Background: an optimization exercise with open tools, aiming at small area, a short achievable clock period and few clock cycles per item. Do not read the settings as production practice. In this exercise RTL edits were held to simulation tests only and were not proved equivalent to the original. Power figures rest on the tool's default switching activity, not on a simulated workload.

## alu_unit_top
module alu_unit_top #(
    parameter int ND = 2     
) (
    input  logic        clk,
    input  logic        rst,
    input  logic        req_i,
    input  logic [68:0] cmd_i,
    output logic        ack_o,
    output logic [31:0] result_o
);
    logic [4:0]  op;
    logic [31:0] a, b;
    assign op = cmd_i[68:64];
    assign a  = cmd_i[63:32];
    assign b  = cmd_i[31:0];
    logic        ack_q, busy_q, div_q, fix_q, sel_q;
    logic [3:0]  cnt_q;
    logic [31:0] hi_q, lo_q, res_q;
    logic        hx_q;       
    logic        bp_q;       
    logic        negq_q, negr_q;
    logic        ms_q;       
    logic        sh_q;       
    logic start;
    assign start = req_i && !ack_q && !busy_q;
    logic is_mul, is_div, mul_s, div_s;
    assign is_mul = (op == 5'd11) || (op == 5'd12);
    assign is_div = (op == 5'd13) || (op == 5'd14);
    assign mul_s  = (op == 5'd11);
    assign div_s  = (op == 5'd13);
    logic [32:0] addsub;
    logic        sub;
    assign sub    = op[0] | op[1];    
    assign addsub = {1'b0, a} + {1'b0, b ^ {32{sub}}} + {32'b0, sub};
    logic lt_s, lt_u;
    assign lt_u = !addsub[32];
    assign lt_s = (a[31] ^ b[31]) ? a[31] : addsub[31];
    logic        shl;
    logic [31:0] sh_in, sh_out, sh_rev;
    logic [63:0] sh_ext;
    assign shl = (op == 5'd8);
    always_comb begin
        for (int i = 0; i < 32; i++) sh_in[i] = shl ? a[31-i] : a[i];
    end
    assign sh_ext = {{32{(op == 5'd10) && a[31]}}, sh_in} >> b[4:0];
    assign sh_out = sh_ext[31:0];
    always_comb begin
        for (int i = 0; i < 32; i++) sh_rev[i] = sh_out[31-i];
    end
    logic s_add, s_and, s_or, s_xor, s_nor, s_slt, s_sltu, s_sll, s_srx, s_mfhi;
    assign s_add  = (op == 5'd0) || (op == 5'd1);
  ...
export LEC_CHECK = 0
export ABC_AREA = 1
export CAP_MARGIN = 20
export CORE_MARGIN = 2
export CORE_UTILIZATION = 40
export SETUP_SLACK_MARGIN = 5
export SLEW_MARGIN = 20
create_clock -name core_clock -period 11.5 [get_ports {clk}]
standard.sh (not shown) runs the stock make flow with config.mk's settings and CLKGATE_MAP_FILE= SYNTH_SCRIPT=/design/flow/synth_recipe.tcl, a recipe that flattens the netlist after the stock synthesis.
==> flow/flow/run.sh <==
#!/bin/bash
# Standard ORFS layout (the standard.sh, standard synthesis unchanged) with
# two layout-only changes: ports buffered with buf_2 instead of the delay-cell
# buffer buffer_ports picks by default, and a larger setup repair margin.
set -o pipefail
bash standard.sh \
    "BUFFER_PORTS_ARGS=-buffer_cell sky130_fd_sc_hd__buf_2" \
    SETUP_SLACK_MARGIN=6.75 \
    finish > standard.log 2>&1
The starting point went through all stages and came out clean.
Testbench counts at the start, summed over its fixed seeds: cycles 8,189, items 2,400.
Next try:
--- a/flow/flow/run.sh
+++ b/flow/flow/run.sh
@@ -7,3 +7,3 @@
     "BUFFER_PORTS_ARGS=-buffer_cell sky130_fd_sc_hd__buf_2" \
-    SETUP_SLACK_MARGIN=6.75 \
+    SETUP_SLACK_MARGIN=6.25 \
     finish > standard.log 2>&1
CORE_UTILIZATION = 50   (was 40)
Outcome: Power decreases by about 13%. Final area decreases by 11%. Worst setup slack got worse by 0.50 ns. Routed wire length decreases by 6.1%. Critical path depth decreases by 1.


## red
Another version of the RTL of alu_unit_top (not shown whole).
For scale: ~5,000 cells after synthesis, ~110 flip-flops, ~0.028 sq mm of cells after synthesis.
==> flow/config.mk <==
export PLATFORM = sky130hd
export DESIGN_NAME = alu_unit_top
export DESIGN_NICKNAME = alu_unit_top
export VERILOG_FILES = /design/flow/design.v
export SDC_FILE = /design/flow/constraint.sdc
export NUM_CORES = 4
export LEC_CHECK = 0
export ABC_AREA = 1
export CAP_MARGIN = 20
export CORE_MARGIN = 2
export CORE_UTILIZATION = 45
export SETUP_SLACK_MARGIN = 5
export SLEW_MARGIN = 20
==> flow/constraint.sdc <==
create_clock -name core_clock -period 11.5 [get_ports {clk}]
set_input_delay 2.3000 -clock core_clock [delete_from_list [all_inputs] [get_ports {clk}]]
set_output_delay 2.3000 -clock core_clock [all_outputs]
set_load 0.01 [all_outputs]
==> flow/flow/run.sh <==
#!/bin/bash
# Standard ORFS layout (the standard.sh, standard synthesis unchanged) with
# two layout-only changes: ports buffered with buf_2 instead of the delay-cell
# buffer buffer_ports picks by default, and a larger setup repair margin.
set -o pipefail
bash standard.sh \
    "BUFFER_PORTS_ARGS=-buffer_cell sky130_fd_sc_hd__buf_2" \
    SETUP_SLACK_MARGIN=6.25 \
    finish > standard.log 2>&1
red: done, clean on timing, DRC and antenna
Testbench counts of red, summed over its fixed seeds: cycles 8,189, items 2,400.
Input-level comparison between blue and red:
--- a/flow/flow/run.sh
+++ b/flow/flow/run.sh
@@ -7,3 +7,3 @@
     "BUFFER_PORTS_ARGS=-buffer_cell sky130_fd_sc_hd__buf_2" \
-    SETUP_SLACK_MARGIN=6.25 \
+    SETUP_SLACK_MARGIN=6 \
     finish > standard.log 2>&1
--- a/flow/config.mk
+++ b/flow/config.mk
@@ -10,3 +10,3 @@
 export CORE_MARGIN = 2
-export CORE_UTILIZATION = 45
+export CORE_UTILIZATION = 50
 export SETUP_SLACK_MARGIN = 5
[summary]
blue: placeable core region is 10% lower than what red reported. Relative to red, cell area decreased by 3.6% in blue. In the flow results for blue and red, the initial antenna violation count is larger on red. The maximum clock rate of blue is lower than that of red. | register-to-register slack | lower: blue |. Cell with the biggest individual delay on the critical path: xor2_1 -> red, o21ai_1 -> blue.
[inputs] green vs blue
--- a/flow/flow/run.sh
+++ b/flow/flow/run.sh
@@ -7,3 +7,3 @@
     "BUFFER_PORTS_ARGS=-buffer_cell sky130_fd_sc_hd__buf_2" \
-    SETUP_SLACK_MARGIN=6 \
+    SETUP_SLACK_MARGIN=6.25 \
     finish > standard.log 2>&1
Notes after the runs:
- Setup slack in green vs blue: up 0.23 ns
- The lower worst-path maximum fanout of green and blue is in green.
- [green] total chip power rose about 2.4% relative to blue
- Delta (green minus blue): clock network fraction of total power saw a decrease, hold slack saw little to no change, combinational power share saw an increase, post-route cell area saw an increase, total routing usage reported by global routing saw an increase.
- Comparing green and blue, the lower worst-case vdd ir drop is on blue.
- The layout overhead on the synthesized area in green sits 1.8 points above the value recorded for blue.
- Amount of wire on met2 after detailed routing in green is 1.7% above blue.

## what the ideal ports hide
The results above use ideal ports. As a check the final layouts listed here were re-extracted and re-timed, cells and wires unchanged. Step 1, drivers: a clkbuf_16 drives clk and a buf_2 each remaining input, both assumed. Step 2, shift: input delay + t, output delay - t, t = (earliest + latest rising clock arrival at the registers) / 2. This alone moves slack from input paths to output paths. Slacks: ideal / step 1 / step 2; pairs: ideal / step 1.
run	t (ns)	setup WS [ns]	hold WS [ns]	worst slew at a driven data input, ns	cell pins on the clock port's net
the first run of note 1	0.461	6.677 / 6.606 / 6.145	0.485 / 0.485 / 0.485	0.17	1
the second run of note 1	0.464	6.178 / 6.209 / 5.757	0.490 / 0.490 / 0.490	0.04	1
red	0.467	6.279 / 6.309 / 5.853	0.493 / 0.493 / 0.493	0.05	1
blue	0.463	6.011 / 6.011 / 5.576	0.484 / 0.484 / 0.484	0.10	1
green	0.459	6.239 / 6.239 / 5.852	0.485 / 0.485 / 0.485	0.09	1
After both steps setup and hold are still met in every run listed. The setup slack of the first run of note 1, which loses most, moves by -0.071 ns with the drivers and by -0.532 ns with both steps.
